What follows belongs to an exercise in optimizing a design on an open flow for small area; a production flow would make more cautious choices.
Function was checked by simulation only, so behaviour that the tests miss may differ from the original.
Power is estimated from default activity; no workload was simulated.

==> flow/design.v <==
`default_nettype none
package sa_pkg;
    typedef logic [16-1:0] word_t;
    typedef word_t [4-1:0] row_bus_t;   
    typedef word_t [4-1:0] col_bus_t;   
    typedef logic [$clog2(4)-1:0] row_idx_t;
    typedef row_idx_t [4-1:0] proxy_idx_bus_t;
    typedef struct packed {
        logic stat_bit;
        logic out_select;
        logic op2_select;
    } ctl_t;
    typedef enum logic [1:0] {
        MODE_IDLE,
        MODE_LOAD,
        MODE_MATMUL
    } pe_mode_e;
    typedef enum logic {
        PROXY_TBD,   
        PROXY_SET
    } proxy_state_e;
endpackage
`default_nettype wire
`default_nettype none
module ws_pe #(
    parameter bit LAST_COL = 1'b0   
) (
    input  logic        clk,
    input  logic        rst,
    input  logic        ld,        
    input  logic        mm,        
    input  logic        g,         
    input  logic        left_ok,   
    input  logic [15:0] top_n,     
    input  logic [15:0] left,
    output logic [15:0] sum_n,     
    output logic [15:0] pass
);
    logic [15:0] w_n;   
    logic [15:0] y_n;
    always_ff @(posedge clk) begin
        if (ld) w_n <= top_n;
    end
    ws_mac u_mac (
        .a  (left),
        .w  (~w_n & {16{g}}),
        .tn (top_n),
        .yn (y_n)
    );
    always_ff @(posedge clk) begin
        if (rst) begin
            sum_n <= '1;
        end else if (ld || mm) begin
            sum_n <= y_n;
        end
    end
    if (LAST_COL) begin : pass_out
        always_ff @(posedge clk) begin
            if (rst) begin
                pass <= '0;
            end else if (mm) begin
                pass <= left & {16{left_ok}};
            end
        end
    end else begin : pass_inner
        always_ff @(posedge clk) begin
            if (mm) pass <= left;
        end
    end
endmodule
`default_nettype wire
`default_nettype none
module ws_mac (
    input  logic [15:0] a,
    input  logic [15:0] w,
    input  logic [15:0] tn,
    output logic [15:0] yn
);
    logic [255:0] pn;   
    for (genvar i = 0; i < 16; i++) begin : pp_genblk
        assign pn[16*i +: 16] = ~({16{w[i]}} & a);
    end
    logic s1;
    logic c2;
    logic s3;
    logic c4;
    logic s5;
    logic c6;
    logic s7;
    logic c8;
    logic s9;
    logic c10;
    logic s11;
    logic c12;
    logic s13;
    logic c14;
    logic s15;
    logic c16;
    logic s17;
    logic c18;
    logic s19;
    logic c20;
    logic s21;
    logic c22;
    logic s23;
    logic c24;
    logic s25;
    logic c26;
    logic s27;
    logic c28;
    logic s29;
    logic c30;
    logic s31;
    logic c32;
    logic s33;
    logic c34;
    logic s35;
    logic c36;
    logic s37;
    logic c38;
    logic s39;
    logic c40;
    logic s41;
    logic c42;
    logic s43;
    logic c44;
    logic s45;
    logic c46;
    logic s47;
    logic c48;
    logic s49;
    logic c50;
    logic s51;
    logic c52;
    logic s53;
    logic c54;
    logic s55;
    logic c56;
    logic s57;
    logic c58;
    logic s59;
    logic c60;
    logic s61;
    logic c62;
    logic s63;
    logic c64;
    logic s65;
    logic c66;
    logic s67;
    logic c68;
    logic s69;
    logic c70;
    logic s71;
    logic c72;
    logic s73;
    logic c74;
    logic s75;
    logic c76;
    logic s77;
    logic c78;
    logic s79;
    logic c80;
    logic s81;
    logic c82;
    logic s83;
    logic c84;
    logic s85;
    logic c86;
    logic s87;
    logic c88;
    logic s89;
    logic c90;
    logic s91;
    logic c92;
    logic s93;
    logic c94;
    logic s95;
    logic c96;
    logic s97;
    logic c98;
    logic s99;
    logic c100;
    logic s101;
    logic c102;
    logic s103;
    logic c104;
    logic s105;
    logic c106;
    logic s107;
    logic c108;
    logic s109;
    logic c110;
    logic s111;
    logic c112;
    logic s113;
    logic c114;
    logic s115;
    logic c116;
    logic s117;
    logic c118;
    logic s119;
    logic c120;
    logic s121;
    logic c122;
    logic s123;
    logic c124;
    logic s125;
    logic c126;
    logic s127;
    logic c128;
    logic s129;
    logic c130;
    logic s131;
    logic c132;
    logic s133;
    logic c134;
    logic s135;
    logic c136;
    logic s137;
    logic c138;
    logic s139;
    logic c140;
    logic s141;
    logic c142;
    logic s143;
    logic c144;
    logic s145;
    logic c146;
    logic s147;
    logic c148;
    logic s149;
    logic c150;
    logic s151;
    logic c152;
    logic s153;
    logic c154;
    logic s155;
    logic c156;
    logic s157;
    logic c158;
    logic s159;
    logic c160;
    logic s161;
    logic c162;
    logic s163;
    logic c164;
    logic s165;
    logic c166;
    logic s167;
    logic c168;
    logic s169;
    logic c170;
    logic s171;
    logic c172;
    logic s173;
    logic c174;
    logic s175;
    logic c176;
    logic s177;
    logic c178;
    logic s179;
    logic c180;
    logic s181;
    logic c182;
    logic s183;
    logic c184;
    logic s185;
    logic c186;
    logic s187;
    logic c188;
    logic s189;
    logic c190;
    logic s191;
    logic c192;
    logic s193;
    logic c194;
    logic s195;
    logic c196;
    logic s197;
    logic c198;
    logic s199;
    logic c200;
    logic s201;
    logic c202;
    logic s203;
    logic c204;
    logic s205;
    logic c206;
    logic s207;
    logic c208;
    logic s209;
    logic c210;
    logic s211;
    logic c212;
    logic s213;
    logic c214;
    logic s215;
    logic c216;
    logic s217;
    logic c218;
    logic s219;
    logic c220;
    logic s221;
    logic c222;
    logic s223;
    logic c224;
    logic s225;
    logic c226;
    logic s227;
    logic c228;
    logic s229;
    logic c230;
    logic s231;
    logic c232;
    logic s233;
    logic c234;
    logic s235;
    logic c236;
    logic s237;
    logic c238;
    logic s239;
    logic c240;
    logic x241;
    logic x242;
    logic x243;
    logic x244;
    logic x245;
    logic x246;
    logic x247;
    logic x248;
    logic x249;
    logic x250;
    logic x251;
    logic x252;
    logic x253;
    logic x254;
    logic x255;
    logic x256;
    logic x257;
    logic x258;
    logic x259;
    logic x260;
    logic x261;
    logic x262;
    logic x263;
    logic x264;
    logic x265;
    logic x266;
    logic x267;
    logic x268;
    logic x269;
    logic x270;
    logic x271;
    assign s1 = ~(pn[0] ^ tn[0]);
    assign c2 = pn[0] | tn[0];
    assign s3 = ~(pn[16] ^ pn[1]);
    assign c4 = pn[16] | pn[1];
    assign s5 = s3 ^ tn[1] ^ c2;
    assign c6 = (s3 & tn[1]) | (c2 & (s3 ^ tn[1]));
    assign s7 = ~(pn[17] ^ pn[2]);
    assign c8 = pn[17] | pn[2];
    assign s9 = pn[32] ^ c4 ^ s7;
    assign c10 = (pn[32] & c4) | (s7 & (pn[32] ^ c4));
    assign s11 = tn[2] ^ s9 ^ c6;
    assign c12 = (tn[2] & s9) | (c6 & (tn[2] ^ s9));
    assign s13 = ~(pn[18] ^ pn[33]);
    assign c14 = pn[18] | pn[33];
    assign s15 = pn[3] ^ pn[48] ^ c8;
    assign c16 = (pn[3] & pn[48]) | (c8 & (pn[3] ^ pn[48]));
    assign s17 = s13 ^ tn[3] ^ c10;
    assign c18 = (s13 & tn[3]) | (c10 & (s13 ^ tn[3]));
    assign s19 = s15 ^ s17 ^ c12;
    assign c20 = (s15 & s17) | (c12 & (s15 ^ s17));
    assign s21 = ~(pn[19] ^ pn[34]);
    assign c22 = pn[19] | pn[34];
    assign s23 = pn[49] ^ pn[4] ^ pn[64];
    assign c24 = (pn[49] & pn[4]) | (pn[64] & (pn[49] ^ pn[4]));
    assign s25 = c14 ^ s21 ^ s23;
    assign c26 = (c14 & s21) | (s23 & (c14 ^ s21));
    assign s27 = tn[4] ^ c16 ^ s25;
    assign c28 = (tn[4] & c16) | (s25 & (tn[4] ^ c16));
    assign s29 = c18 ^ s27 ^ c20;
    assign c30 = (c18 & s27) | (c20 & (c18 ^ s27));
    assign s31 = ~(pn[20] ^ pn[35]);
    assign c32 = pn[20] | pn[35];
    assign s33 = pn[50] ^ pn[5] ^ pn[65];
    assign c34 = (pn[50] & pn[5]) | (pn[65] & (pn[50] ^ pn[5]));
    assign s35 = pn[80] ^ c22 ^ s31;
    assign c36 = (pn[80] & c22) | (s31 & (pn[80] ^ c22));
    assign s37 = c24 ^ s33 ^ tn[5];
    assign c38 = (c24 & s33) | (tn[5] & (c24 ^ s33));
    assign s39 = s35 ^ c26 ^ s37;
    assign c40 = (s35 & c26) | (s37 & (s35 ^ c26));
    assign s41 = c28 ^ s39 ^ c30;
    assign c42 = (c28 & s39) | (c30 & (c28 ^ s39));
    assign s43 = ~(pn[21] ^ pn[36]);
    assign c44 = pn[21] | pn[36];
    assign s45 = pn[51] ^ pn[66] ^ pn[6];
    assign c46 = (pn[51] & pn[66]) | (pn[6] & (pn[51] ^ pn[66]));
    assign s47 = pn[81] ^ pn[96] ^ c32;
    assign c48 = (pn[81] & pn[96]) | (c32 & (pn[81] ^ pn[96]));
    assign s49 = s43 ^ c34 ^ s45;
    assign c50 = (s43 & c34) | (s45 & (s43 ^ c34));
    assign s51 = tn[6] ^ c36 ^ s47;
    assign c52 = (tn[6] & c36) | (s47 & (tn[6] ^ c36));
    assign s53 = c38 ^ s49 ^ s51;
    assign c54 = (c38 & s49) | (s51 & (c38 ^ s49));
    assign s55 = c40 ^ s53 ^ c42;
    assign c56 = (c40 & s53) | (c42 & (c40 ^ s53));
    assign s57 = ~(pn[112] ^ pn[22]);
    assign c58 = pn[112] | pn[22];
    assign s59 = pn[37] ^ pn[52] ^ pn[67];
    assign c60 = (pn[37] & pn[52]) | (pn[67] & (pn[37] ^ pn[52]));
    assign s61 = pn[7] ^ pn[82] ^ pn[97];
    assign c62 = (pn[7] & pn[82]) | (pn[97] & (pn[7] ^ pn[82]));
    assign s63 = c44 ^ s57 ^ c46;
    assign c64 = (c44 & s57) | (c46 & (c44 ^ s57));
    assign s65 = s59 ^ s61 ^ tn[7];
    assign c66 = (s59 & s61) | (tn[7] & (s59 ^ s61));
    assign s67 = c48 ^ c50 ^ s63;
    assign c68 = (c48 & c50) | (s63 & (c48 ^ c50));
    assign s69 = s65 ^ c52 ^ s67;
    assign c70 = (s65 & c52) | (s67 & (s65 ^ c52));
    assign s71 = c54 ^ s69 ^ c56;
    assign c72 = (c54 & s69) | (c56 & (c54 ^ s69));
    assign s73 = ~(pn[113] ^ pn[128]);
    assign c74 = pn[113] | pn[128];
    assign s75 = pn[23] ^ pn[38] ^ pn[53];
    assign c76 = (pn[23] & pn[38]) | (pn[53] & (pn[23] ^ pn[38]));
    assign s77 = pn[68] ^ pn[83] ^ pn[8];
    assign c78 = (pn[68] & pn[83]) | (pn[8] & (pn[68] ^ pn[83]));
    assign s79 = pn[98] ^ c58 ^ s73;
    assign c80 = (pn[98] & c58) | (s73 & (pn[98] ^ c58));
    assign s81 = c60 ^ c62 ^ s75;
    assign c82 = (c60 & c62) | (s75 & (c60 ^ c62));
    assign s83 = s77 ^ tn[8] ^ s79;
    assign c84 = (s77 & tn[8]) | (s79 & (s77 ^ tn[8]));
    assign s85 = c64 ^ c66 ^ s81;
    assign c86 = (c64 & c66) | (s81 & (c64 ^ c66));
    assign s87 = s83 ^ c68 ^ s85;
    assign c88 = (s83 & c68) | (s85 & (s83 ^ c68));
    assign s89 = c70 ^ s87 ^ c72;
    assign c90 = (c70 & s87) | (c72 & (c70 ^ s87));
    assign s91 = ~(pn[114] ^ pn[129]);
    assign c92 = pn[114] | pn[129];
    assign s93 = pn[144] ^ pn[24] ^ pn[39];
    assign c94 = (pn[144] & pn[24]) | (pn[39] & (pn[144] ^ pn[24]));
    assign s95 = pn[54] ^ pn[69] ^ pn[84];
    assign c96 = (pn[54] & pn[69]) | (pn[84] & (pn[54] ^ pn[69]));
    assign s97 = pn[99] ^ pn[9] ^ c74;
    assign c98 = (pn[99] & pn[9]) | (c74 & (pn[99] ^ pn[9]));
    assign s99 = s91 ^ c76 ^ c78;
    assign c100 = (s91 & c76) | (c78 & (s91 ^ c76));
    assign s101 = s93 ^ s95 ^ tn[9];
    assign c102 = (s93 & s95) | (tn[9] & (s93 ^ s95));
    assign s103 = c80 ^ s97 ^ c82;
    assign c104 = (c80 & s97) | (c82 & (c80 ^ s97));
    assign s105 = s99 ^ s101 ^ c84;
    assign c106 = (s99 & s101) | (c84 & (s99 ^ s101));
    assign s107 = c86 ^ s103 ^ s105;
    assign c108 = (c86 & s103) | (s105 & (c86 ^ s103));
    assign s109 = c88 ^ s107 ^ c90;
    assign c110 = (c88 & s107) | (c90 & (c88 ^ s107));
    assign s111 = ~(pn[100] ^ pn[10]);
    assign c112 = pn[100] | pn[10];
    assign s113 = pn[115] ^ pn[130] ^ pn[145];
    assign c114 = (pn[115] & pn[130]) | (pn[145] & (pn[115] ^ pn[130]));
    assign s115 = pn[160] ^ pn[25] ^ pn[40];
    assign c116 = (pn[160] & pn[25]) | (pn[40] & (pn[160] ^ pn[25]));
    assign s117 = pn[55] ^ pn[70] ^ pn[85];
    assign c118 = (pn[55] & pn[70]) | (pn[85] & (pn[55] ^ pn[70]));
    assign s119 = c92 ^ s111 ^ c94;
    assign c120 = (c92 & s111) | (c94 & (c92 ^ s111));
    assign s121 = c96 ^ s113 ^ s115;
    assign c122 = (c96 & s113) | (s115 & (c96 ^ s113));
    assign s123 = s117 ^ tn[10] ^ c98;
    assign c124 = (s117 & tn[10]) | (c98 & (s117 ^ tn[10]));
    assign s125 = c100 ^ s119 ^ c102;
    assign c126 = (c100 & s119) | (c102 & (c100 ^ s119));
    assign s127 = s121 ^ s123 ^ c104;
    assign c128 = (s121 & s123) | (c104 & (s121 ^ s123));
    assign s129 = s125 ^ c106 ^ s127;
    assign c130 = (s125 & c106) | (s127 & (s125 ^ c106));
    assign s131 = c108 ^ s129 ^ c110;
    assign c132 = (c108 & s129) | (c110 & (c108 ^ s129));
    assign s133 = ~(pn[101] ^ pn[116]);
    assign c134 = pn[101] | pn[116];
    assign s135 = pn[11] ^ pn[131] ^ pn[146];
    assign c136 = (pn[11] & pn[131]) | (pn[146] & (pn[11] ^ pn[131]));
    assign s137 = pn[161] ^ pn[176] ^ pn[26];
    assign c138 = (pn[161] & pn[176]) | (pn[26] & (pn[161] ^ pn[176]));
    assign s139 = pn[41] ^ pn[56] ^ pn[71];
    assign c140 = (pn[41] & pn[56]) | (pn[71] & (pn[41] ^ pn[56]));
    assign s141 = pn[86] ^ c112 ^ s133;
    assign c142 = (pn[86] & c112) | (s133 & (pn[86] ^ c112));
    assign s143 = c114 ^ c116 ^ c118;
    assign c144 = (c114 & c116) | (c118 & (c114 ^ c116));
    assign s145 = s135 ^ s137 ^ s139;
    assign c146 = (s135 & s137) | (s139 & (s135 ^ s137));
    assign s147 = tn[11] ^ s141 ^ c120;
    assign c148 = (tn[11] & s141) | (c120 & (tn[11] ^ s141));
    assign s149 = c122 ^ s143 ^ s145;
    assign c150 = (c122 & s143) | (s145 & (c122 ^ s143));
    assign s151 = c124 ^ s147 ^ c126;
    assign c152 = (c124 & s147) | (c126 & (c124 ^ s147));
    assign s153 = s149 ^ c128 ^ s151;
    assign c154 = (s149 & c128) | (s151 & (s149 ^ c128));
    assign s155 = c130 ^ s153 ^ c132;
    assign c156 = (c130 & s153) | (c132 & (c130 ^ s153));
    assign s157 = ~(pn[102] ^ pn[117]);
    assign c158 = pn[102] | pn[117];
    assign s159 = pn[12] ^ pn[132] ^ pn[147];
    assign c160 = (pn[12] & pn[132]) | (pn[147] & (pn[12] ^ pn[132]));
    assign s161 = pn[162] ^ pn[177] ^ pn[192];
    assign c162 = (pn[162] & pn[177]) | (pn[192] & (pn[162] ^ pn[177]));
    assign s163 = pn[27] ^ pn[42] ^ pn[57];
    assign c164 = (pn[27] & pn[42]) | (pn[57] & (pn[27] ^ pn[42]));
    assign s165 = pn[72] ^ pn[87] ^ c134;
    assign c166 = (pn[72] & pn[87]) | (c134 & (pn[72] ^ pn[87]));
    assign s167 = s157 ^ c136 ^ c138;
    assign c168 = (s157 & c136) | (c138 & (s157 ^ c136));
    assign s169 = c140 ^ s159 ^ s161;
    assign c170 = (c140 & s159) | (s161 & (c140 ^ s159));
    assign s171 = s163 ^ tn[12] ^ c142;
    assign c172 = (s163 & tn[12]) | (c142 & (s163 ^ tn[12]));
    assign s173 = s165 ^ c144 ^ c146;
    assign c174 = (s165 & c144) | (c146 & (s165 ^ c144));
    assign s175 = s167 ^ s169 ^ c148;
    assign c176 = (s167 & s169) | (c148 & (s167 ^ s169));
    assign s177 = s171 ^ c150 ^ s173;
    assign c178 = (s171 & c150) | (s173 & (s171 ^ c150));
    assign s179 = s175 ^ c152 ^ s177;
    assign c180 = (s175 & c152) | (s177 & (s175 ^ c152));
    assign s181 = c154 ^ s179 ^ c156;
    assign c182 = (c154 & s179) | (c156 & (c154 ^ s179));
    assign s183 = ~(pn[103] ^ pn[118]);
    assign c184 = pn[103] | pn[118];
    assign s185 = pn[133] ^ pn[13] ^ pn[148];
    assign c186 = (pn[133] & pn[13]) | (pn[148] & (pn[133] ^ pn[13]));
    assign s187 = pn[163] ^ pn[178] ^ pn[193];
    assign c188 = (pn[163] & pn[178]) | (pn[193] & (pn[163] ^ pn[178]));
    assign s189 = pn[208] ^ pn[28] ^ pn[43];
    assign c190 = (pn[208] & pn[28]) | (pn[43] & (pn[208] ^ pn[28]));
    assign s191 = pn[58] ^ pn[73] ^ pn[88];
    assign c192 = (pn[58] & pn[73]) | (pn[88] & (pn[58] ^ pn[73]));
    assign s193 = c158 ^ s183 ^ c160;
    assign c194 = (c158 & s183) | (c160 & (c158 ^ s183));
    assign s195 = c162 ^ c164 ^ s185;
    assign c196 = (c162 & c164) | (s185 & (c162 ^ c164));
    assign s197 = s187 ^ s189 ^ s191;
    assign c198 = (s187 & s189) | (s191 & (s187 ^ s189));
    assign s199 = tn[13] ^ c166 ^ c168;
    assign c200 = (tn[13] & c166) | (c168 & (tn[13] ^ c166));
    assign s201 = c170 ^ s193 ^ s195;
    assign c202 = (c170 & s193) | (s195 & (c170 ^ s193));
    assign s203 = s197 ^ c172 ^ c174;
    assign c204 = (s197 & c172) | (c174 & (s197 ^ c172));
    assign s205 = s199 ^ s201 ^ c176;
    assign c206 = (s199 & s201) | (c176 & (s199 ^ s201));
    assign s207 = c178 ^ s203 ^ s205;
    assign c208 = (c178 & s203) | (s205 & (c178 ^ s203));
    assign s209 = c180 ^ s207 ^ c182;
    assign c210 = (c180 & s207) | (c182 & (c180 ^ s207));
    assign s211 = ~(pn[104] ^ pn[119]);
    assign c212 = pn[104] | pn[119];
    assign s213 = pn[134] ^ pn[149] ^ pn[14];
    assign c214 = (pn[134] & pn[149]) | (pn[14] & (pn[134] ^ pn[149]));
    assign s215 = pn[164] ^ pn[179] ^ pn[194];
    assign c216 = (pn[164] & pn[179]) | (pn[194] & (pn[164] ^ pn[179]));
    assign s217 = pn[209] ^ pn[224] ^ pn[29];
    assign c218 = (pn[209] & pn[224]) | (pn[29] & (pn[209] ^ pn[224]));
    assign s219 = pn[44] ^ pn[59] ^ pn[74];
    assign c220 = (pn[44] & pn[59]) | (pn[74] & (pn[44] ^ pn[59]));
    assign s221 = pn[89] ^ c184 ^ s211;
    assign c222 = (pn[89] & c184) | (s211 & (pn[89] ^ c184));
    assign s223 = c186 ^ c188 ^ c190;
    assign c224 = (c186 & c188) | (c190 & (c186 ^ c188));
    assign s225 = c192 ^ s213 ^ s215;
    assign c226 = (c192 & s213) | (s215 & (c192 ^ s213));
    assign s227 = s217 ^ s219 ^ tn[14];
    assign c228 = (s217 & s219) | (tn[14] & (s217 ^ s219));
    assign s229 = s221 ^ c194 ^ c196;
    assign c230 = (s221 & c194) | (c196 & (s221 ^ c194));
    assign s231 = c198 ^ s223 ^ s225;
    assign c232 = (c198 & s223) | (s225 & (c198 ^ s223));
    assign s233 = s227 ^ c200 ^ c202;
    assign c234 = (s227 & c200) | (c202 & (s227 ^ c200));
    assign s235 = s229 ^ s231 ^ c204;
    assign c236 = (s229 & s231) | (c204 & (s229 ^ s231));
    assign s237 = s233 ^ c206 ^ s235;
    assign c238 = (s233 & c206) | (s235 & (s233 ^ c206));
    assign s239 = c208 ^ s237 ^ c210;
    assign c240 = (c208 & s237) | (c210 & (c208 ^ s237));
    assign x241 = pn[105] ^ pn[120];
    assign x242 = pn[135] ^ pn[150];
    assign x243 = pn[15] ^ pn[165];
    assign x244 = pn[180] ^ pn[195];
    assign x245 = pn[210] ^ pn[225];
    assign x246 = pn[240] ^ pn[30];
    assign x247 = pn[45] ^ pn[60];
    assign x248 = pn[75] ^ pn[90];
    assign x249 = c212 ^ x241;
    assign x250 = x242 ^ x243;
    assign x251 = x244 ^ x245;
    assign x252 = x246 ^ x247;
    assign x253 = x248 ^ c214;
    assign x254 = c216 ^ c218;
    assign x255 = c220 ^ tn[15];
    assign x256 = x249 ^ x250;
    assign x257 = x251 ^ x252;
    assign x258 = c222 ^ x253;
    assign x259 = x254 ^ c224;
    assign x260 = c226 ^ x255;
    assign x261 = x256 ^ x257;
    assign x262 = c228 ^ x258;
    assign x263 = x259 ^ x260;
    assign x264 = x261 ^ c230;
    assign x265 = x262 ^ c232;
    assign x266 = x263 ^ x264;
    assign x267 = x265 ^ c234;
    assign x268 = x266 ^ x267;
    assign x269 = c236 ^ x268;
    assign x270 = c238 ^ x269;
    assign x271 = x270 ^ c240;
    assign yn[0] = s1;
    assign yn[1] = s5;
    assign yn[2] = s11;
    assign yn[3] = s19;
    assign yn[4] = s29;
    assign yn[5] = s41;
    assign yn[6] = s55;
    assign yn[7] = s71;
    assign yn[8] = s89;
    assign yn[9] = s109;
    assign yn[10] = s131;
    assign yn[11] = s155;
    assign yn[12] = s181;
    assign yn[13] = s209;
    assign yn[14] = s239;
    assign yn[15] = ~x271;
endmodule
`default_nettype wire
`default_nettype none
module ws_array (
    input  logic                              clk,
    input  logic                              rst,
    input  logic                              ld,
    input  logic                              mm,
    input  logic [4-1:0]               g,           
    input  logic                              pass_ok,     
    input  logic [4*16-1:0]      left_in,     
    input  logic [4*16-1:0]      top_in,      
    input  logic [4*$clog2(4)-1:0] proxy_idx,
    output logic [4*16-1:0]      bottom_out,
    output logic [4*16-1:0]      right_out,
    output logic [4*16-1:0]      proxy_out
);
    localparam int W  = 16;
    localparam int IW = $clog2(4);
    logic [4*4*W-1:0] ver_n;
    logic [4*4*W-1:0] hor;
    genvar r, c;
    generate
        for (r = 0; r < 4; r = r + 1) begin : row_genblk
            for (c = 0; c < 4; c = c + 1) begin : col_genblk
                logic [W-1:0] pe_top_n;
                logic [W-1:0] pe_left;
                if (r == 0) begin : top_edge
                    assign pe_top_n = ~top_in[c*W +: W];
                end else begin : top_peer
                    assign pe_top_n = ver_n[((r-1)*4 + c)*W +: W];
                end
                if (c == 0) begin : left_edge
                    assign pe_left = left_in[r*W +: W];
                end else begin : left_peer
                    assign pe_left = hor[(r*4 + c - 1)*W +: W];
                end
                ws_pe #(
                    .LAST_COL (c == 4-1)
                ) u_pe (
                    .clk     (clk),
                    .rst     (rst),
                    .ld      (ld),
                    .mm      (mm),
                    .g       (g[c]),
                    .left_ok (pass_ok),
                    .top_n   (pe_top_n),
                    .left    (pe_left),
                    .sum_n   (ver_n[(r*4 + c)*W +: W]),
                    .pass    (hor[(r*4 + c)*W +: W])
                );
            end
        end
        for (c = 0; c < 4; c = c + 1) begin : bottom_genblk
            assign bottom_out[c*W +: W] = ~ver_n[((4-1)*4 + c)*W +: W];
        end
        for (r = 0; r < 4; r = r + 1) begin : right_genblk
            assign right_out[r*W +: W] = hor[(r*4 + 4-1)*W +: W];
        end
        for (c = 0; c < 4; c = c + 1) begin : proxy_genblk
            logic [IW-1:0] sel;
            logic [W-1:0]  tap_n;
            assign sel = proxy_idx[c*IW +: IW];
            always_comb begin
                tap_n = '1;
                for (int k = 0; k < 4; k++) begin
                    if (sel == IW'(k)) tap_n = ver_n[(k*4 + c)*W +: W];
                end
            end
            assign proxy_out[c*W +: W] = ~tap_n;
        end
    endgenerate
endmodule
`default_nettype wire
`default_nettype none
module array_control (
    input  logic                                 clk,
    input  logic                                 rst,
    input  sa_pkg::ctl_t                         ctl,
    input  logic [4*16-1:0]         top_in,
    output logic                                 ld,
    output logic                                 mm,
    output logic [4-1:0]                  g,         
    output logic                                 pass_ok,   
    output logic [4*$clog2(4)-1:0] proxy_idx,
    output logic [4-1:0]                  proxy_valid
);
    localparam int W  = 16;
    localparam int IW = $clog2(4);
    sa_pkg::proxy_state_e         state_q;
    logic [IW-1:0]                row_cnt_q;   
    logic [4*W-1:0]        min_w_q;
    logic [4*IW-1:0]       idx_q;
    logic [4-1:0]          found_q;     
    logic [4-1:0]          take_min;
    logic                         tracking;
    sa_pkg::pe_mode_e             mode;
    logic                         wz_q;        
    logic [4-2:0]          pv_q;        
    always_comb begin
        if (ctl.op2_select && !ctl.out_select) begin
            mode = sa_pkg::MODE_LOAD;
        end else if (ctl.out_select && !ctl.op2_select && ctl.stat_bit) begin
            mode = sa_pkg::MODE_MATMUL;
        end else begin
            mode = sa_pkg::MODE_IDLE;
        end
    end
    assign ld = (mode == sa_pkg::MODE_LOAD);
    assign mm = (mode == sa_pkg::MODE_MATMUL);
    always_ff @(posedge clk) begin
        if (rst) begin
            wz_q <= 1'b1;
            pv_q <= '0;
        end else begin
            if (ld) wz_q <= 1'b0;
            if (mm) pv_q <= {pv_q[4-3:0], 1'b1};
        end
    end
    always_comb begin
        g[0] = mm && !wz_q;
        for (int c = 1; c < 4; c++) begin
            g[c] = mm && !wz_q && pv_q[c-1];
        end
    end
    assign pass_ok = pv_q[4-2];
    assign tracking = (state_q == sa_pkg::PROXY_TBD) && (mode == sa_pkg::MODE_LOAD);
    always_ff @(posedge clk) begin
        if (rst) begin
            state_q   <= sa_pkg::PROXY_TBD;
            row_cnt_q <= IW'(4 - 1);
        end else begin
            case (state_q)
                sa_pkg::PROXY_TBD: begin
                    if (mode == sa_pkg::MODE_LOAD) begin
                        row_cnt_q <= row_cnt_q - IW'(1);
                        if (row_cnt_q == '0) begin   
                            state_q <= sa_pkg::PROXY_SET;
                        end
                    end else if (mode == sa_pkg::MODE_MATMUL) begin
                        state_q <= sa_pkg::PROXY_SET;   
                    end
                end
                default: begin
                    state_q <= sa_pkg::PROXY_SET;   
                end
            endcase
        end
    end
    always_comb begin
        for (int c = 0; c < 4; c++) begin
            take_min[c] = tracking && (!found_q[c] || (top_in[c*W +: W] < min_w_q[c*W +: W]));
        end
    end
    always_ff @(posedge clk) begin
        if (rst) begin
            found_q <= '0;
            idx_q   <= '0;
        end else begin
            for (int c = 0; c < 4; c++) begin
                if (take_min[c]) begin
                    found_q[c]         <= 1'b1;
                    idx_q[c*IW +: IW]  <= row_cnt_q;
                end
            end
        end
    end
    always_ff @(posedge clk) begin
        for (int c = 0; c < 4; c++) begin
            if (take_min[c]) begin
                min_w_q[c*W +: W] <= top_in[c*W +: W];
            end
        end
    end
    assign proxy_idx = idx_q;
    always_comb begin
        for (int c = 0; c < 4; c++) begin
            proxy_valid[c] = (state_q == sa_pkg::PROXY_SET) && found_q[c];
        end
    end
endmodule
`default_nettype wire
`default_nettype none
module ws_systolic_top (
    input  logic                clk,
    input  logic                rst,
    input  sa_pkg::ctl_t        ctl,
    input  logic [4*16-1:0] left_in,      
    input  logic [4*16-1:0] top_in,       
    output logic [4*16-1:0] bottom_out,
    output logic [4*16-1:0] right_out,
    output logic [4*16-1:0] proxy_out,
    output logic [4-1:0] proxy_valid
);
    logic                   ld, mm;      
    logic [4-1:0]    g;
    logic                   pass_ok;
    logic [4*$clog2(4)-1:0] proxy_idx;
    array_control u_ctrl (
        .clk         (clk),
        .rst         (rst),
        .ctl         (ctl),
        .top_in      (top_in),
        .ld          (ld),
        .mm          (mm),
        .g           (g),
        .pass_ok     (pass_ok),
        .proxy_idx   (proxy_idx),
        .proxy_valid (proxy_valid)
    );
    ws_array u_array (
        .clk        (clk),
        .rst        (rst),
        .ld         (ld),
        .mm         (mm),
        .g          (g),
        .pass_ok    (pass_ok),
        .left_in    (left_in),
        .top_in     (top_in),
        .proxy_idx  (proxy_idx),
        .bottom_out (bottom_out),
        .right_out  (right_out),
        .proxy_out  (proxy_out)
    );
endmodule
`default_nettype wire
==> flow/run.sh <==
#!/bin/bash
# synth_recipe.tcl (not shown) runs the flow's synth.tcl, then flattens the netlist and writes it again
# the make line also repeats each setting of config.mk as NAME=value (left out here)
make -C /OpenROAD-flow-scripts/flow DESIGN_CONFIG=/design/flow/config.mk WORK_HOME=/design/flow/orfs CLKGATE_MAP_FILE= SYNTH_SCRIPT=/design/flow/synth_recipe.tcl finish
==> flow/config.mk <==
export PLATFORM = sky130hd
export DESIGN_NAME = ws_systolic_top
export DESIGN_NICKNAME = ws_systolic_top
export VERILOG_FILES = /design/flow/design.v
export SDC_FILE = /design/flow/constraint.sdc
export NUM_CORES = 4
export LEC_CHECK = 0
export CAP_MARGIN = 20
export CORE_MARGIN = 2
export CORE_UTILIZATION = 40
export SLEW_MARGIN = 20
==> flow/constraint.sdc <==
create_clock -name core_clock -period 7.2 [get_ports {clk}]
set_input_delay 1.4400 -clock core_clock [delete_from_list [all_inputs] [get_ports {clk}]]
set_output_delay 1.4400 -clock core_clock [all_outputs]
set_load 0.01 [all_outputs]
==> summary.txt <==
final cells by class:
| type | count | area, µm² | area share (%) |
|---|---|---|---|
| tap | 3009 | 3765 | 3.526 |
| sequential | 851 | 22160 | 20.75 |
| clock inverter | 65 | 688.2 | 0.6444 |
| multi-input combinational | 5984 | 61430 | 57.52 |
| clock buffer | 130 | 2908 | 2.723 |
| timing repair buffer | 947 | 8454 | 7.917 |
| antenna | 2 | 5.005 | 0.004687 |
| inverter | 1961 | 7380 | 6.911 |
what timing repair did:
action                                  4_1_cts  5_1_grt
cloned                                        2        0
buffers inserted                             31       28
resized for setup                           127      145
pin swaps                                    77      130
endpoints found under the setup margin       79       72
per-layer routing:
metal | GRT usage, % | part of all wire (%) | up-vias
met5 | 0 | 0.012 | -
met4 | 10.31 | 4.8 | 6
met3 | 3.249 | 6.1 | 463
met2 | 41.55 | 47 | 2289
met1 | 34.16 | 42 | 33480
li1 | - | - | 28398
registers in the layout (all words and copies together), names as in the netlist:
register	cells
u_ctrl.state_q	1
u_array.row_genblk.col_genblk.u_pe.sum_n	256
u_ctrl.pv_q	3
u_ctrl.found_q	4
u_ctrl.row_cnt_q	2
u_ctrl.idx_q	8
u_ctrl.wz_q	1
u_ctrl.min_w_q	64
u_array.row_genblk.col_genblk.u_pe.pass	256
u_array.row_genblk.col_genblk.u_pe.w_n	256
cells in the final DEF, fill, tap and decap left out, types with 10 or more instances in the layout:
master,n
nor2b_1,206
inv_1,1875
clkdlybuf4s50_1,324
or2_4,13
buf_6,25
nand3_1,88
buf_4,558
a21oi_1,81
nand2_4,16
nand2_1,1295
edfxtp_1,512
nand2_2,29
xor2_1,21
dfxtp_1,338
fa_1,1479
xnor3_1,11
o211ai_1,94
clkbuf_1,12
nor2_2,27
buf_8,10
o21ai_1,10
o21ai_0,140
inv_2,83
nand2b_1,51
clkbuf_16,110
clkinv_4,10
nor3b_1,17
fa_2,201
ha_1,300
buf_12,26
inv_6,23
or2_2,224
xnor2_1,442
nor2_4,34
mux4_2,64
nor2_1,412
a21o_1,19
and2_1,628
worst max-delay path, delay by kind of cell:
kind | cells | cell delay (ps)
AOI/OAI and AO/OA | 1 | 60
xor gates and xnor gates | 6 | 830
adders and majority gates | 14 | 4720
buffers and inverters | 14 | 1190
and+or+nand+nor | 5 | 660
final timing paths:
| path | endpoint | from | slack [ps] | depth (start not counted) |
|---|---|---|---|---|
| min reg2reg | register | register | 450 | 2 |
| max | register | ctl[0] | -1110 | 40 |
| max reg2reg | register | u_ctrl.wz_q | -470 | 37 |
| min | register | register | 450 | 2 |
metrics by stage:
step	util, %	hold slack (ps)	worst slack [ps]	cells
after floorplan	-	418.0	-1345	9206
after global placement	44.81	437.0	-2323	12697
after detailed placement	44.81	443.0	-2371	12697
after CTS	46.70	455.3	-1306	12925
after global routing	46.94	471.9	-1347	12949
final	46.94	452.3	-1107	12949
power by group:
group | total, mW | internal, mW | leakage [nW] | switching, mW
logic | 1.65 | 0.699 | 34.3 | 0.950
clock network | 5.65 | 3.20 | 1.75 | 2.45
registers | 5.70 | 5.38 | 7.24 | 0.325
total | 13.0 | 9.27 | 43.3 | 3.72
cells by family (layout without fill, tap and decap cells):
| kind of cell | Yosys count | count (layout) | synth area share, % |
|---|---|---|---|
| buffers and inverters | 2371 | 3103 | 10.08 |
| AOI/OAI and AO/OA | 358 | 358 | 2.303 |
| xor gates and xnor gates | 484 | 484 | 4.796 |
| and+or+nand+nor | 3089 | 3089 | 16.09 |
| muxes | 72 | 72 | 1.662 |
| other | 0 | 2 | 0 |
| adders and majority gates | 1981 | 1981 | 40.86 |
| DFF | 851 | 851 | 24.21 |
==> reports/metrics.cfg <==
[die]
start_util_pct = 40.24
die_w_um = 482.4
num_rows = 175
io_pins = 329
dieArea_mm2 = 0.2327
fp.coreArea_mm2 = 0.2275
die_h_um = 482.4

[clocking]
htreeDepth = 3
numCtsBuffers = 104
clk_latency_ps = 760
cts_root_buffer = clkbuf_16
hold_buffers = 0
clk_pin_slew_worst_paths_ps = 70
cts_max_path_buffers = 3
tritoncts = built
cts_sinks = 851

[worst_setup_path]
cp-end-kind = register
start_kind = input pin
cpMostUsedCell = fa_2
required_ps = 7830
crit_type = input pin to register
arrival_ps = 8930
slowest_stage = fa_1
cpPeakStageDelay_ps = 540
path_max_fanout = 4

[timing]
setup_violations = 55
relSlewSlack_pct = 25.75
drv_slew = 0
tightest_slew_ps = 1112
fmax_mhz = 120.4
fin_ws_ps = -1107
tns_ps = -24590
fin_crit_ps = 8307
hold_viol_final = 0
rsz0062_at_grt = yes
finalClockSkew_ps = 27.01
period_share_pct = 115.4

[synthesis]
netlist.area_leader.share_pct = 36.74
synth_area_mm2 = 0.09154
synth_top_cell_by_area = fa_1
async_flop_share_pct = 0
synth.ff_latch_count = 851
synth_seq_area_share_pct = 24.21
avgSynthCellArea_um2 = 9.943
synth_edf_count = 512
synth.area.top_cells = fa_1 37%, edfxtp_1 17%, inv_1 8.0%
ys.flop_type = edfxtp_1
synth_warnings = 4
yosysMostFrequentCell = inv_1
synth.top_cells.by_count = 1960 x inv_1, 1680 x fa_1, 1346 x nand2_1, 632 x and2_1, 512 x edfxtp_1
synth.distinct_cells = 50
syn_inst = 9206
syn_nets = 11320

[drt]
route.detailed.drc = 0
finalWirelength_um = 287200
viasPerCell = 4.992
avgRoutedWirePerCell_um = 22.18
num_vias = 64636
drt_iter0_drc = 4624
ant_nets = 0
dr.pass1.iters = 5

[cells_and_area]
n_fill_cell = 21303
finalInstanceArea_mm2 = 0.1068
area_growth_pct = 16.66
fin_nets = 11963
final_layout_size_suffix_gt1_share_pct = 15.47

[grt]
grtUsageTotal_pct = 25.38
antenna_found_initial = 8
grt_pass1_vias = 71157
grt_max_degree = 147
grt_pass1_wl_um = 441600
overflow = 0

[pwr]
vdd_drop_max_v = 0.0001958
powerDensity_mw_per_mm2 = 121.7
p_total_mw = 13.00
leakagePower_nw = 43.26

[placement]
dp_hpwl_um = 231500
place.gp.congestion = 0.9482
placed_cell_area_mm2 = 0.1019
io_buffers = 328

[run_status]
status = complete, but fails checks
violations = negative setup slack

[min_path]
min_path_type = register to register

[run]
cap_violations = 0

## re-timing with driven ports
The flow's constraints put no driver on any port. The routed layout listed below was extracted and timed again, unchanged, in two steps.
Step 1, drivers: a clkbuf_16 drives clk and a buf_2 each remaining input, both assumed.
Step 2 times the ports against the registers' clock, not the clock port: input delays grow and output delays shrink by t, the midpoint of the rising clock arrivals with the driver on.
Slacks: ideal / step 1 / step 2; pairs: ideal / step 1.
shift t [ns]: 0.845
setup WS [ns]: -1.107 / -1.048 / -1.892
worst setup path at the end: input to register
latest minus earliest clock arrival (ns): 0.037 / 0.037
The setup slack of this run moves by +0.059 ns with the drivers and by -0.785 ns with both steps.
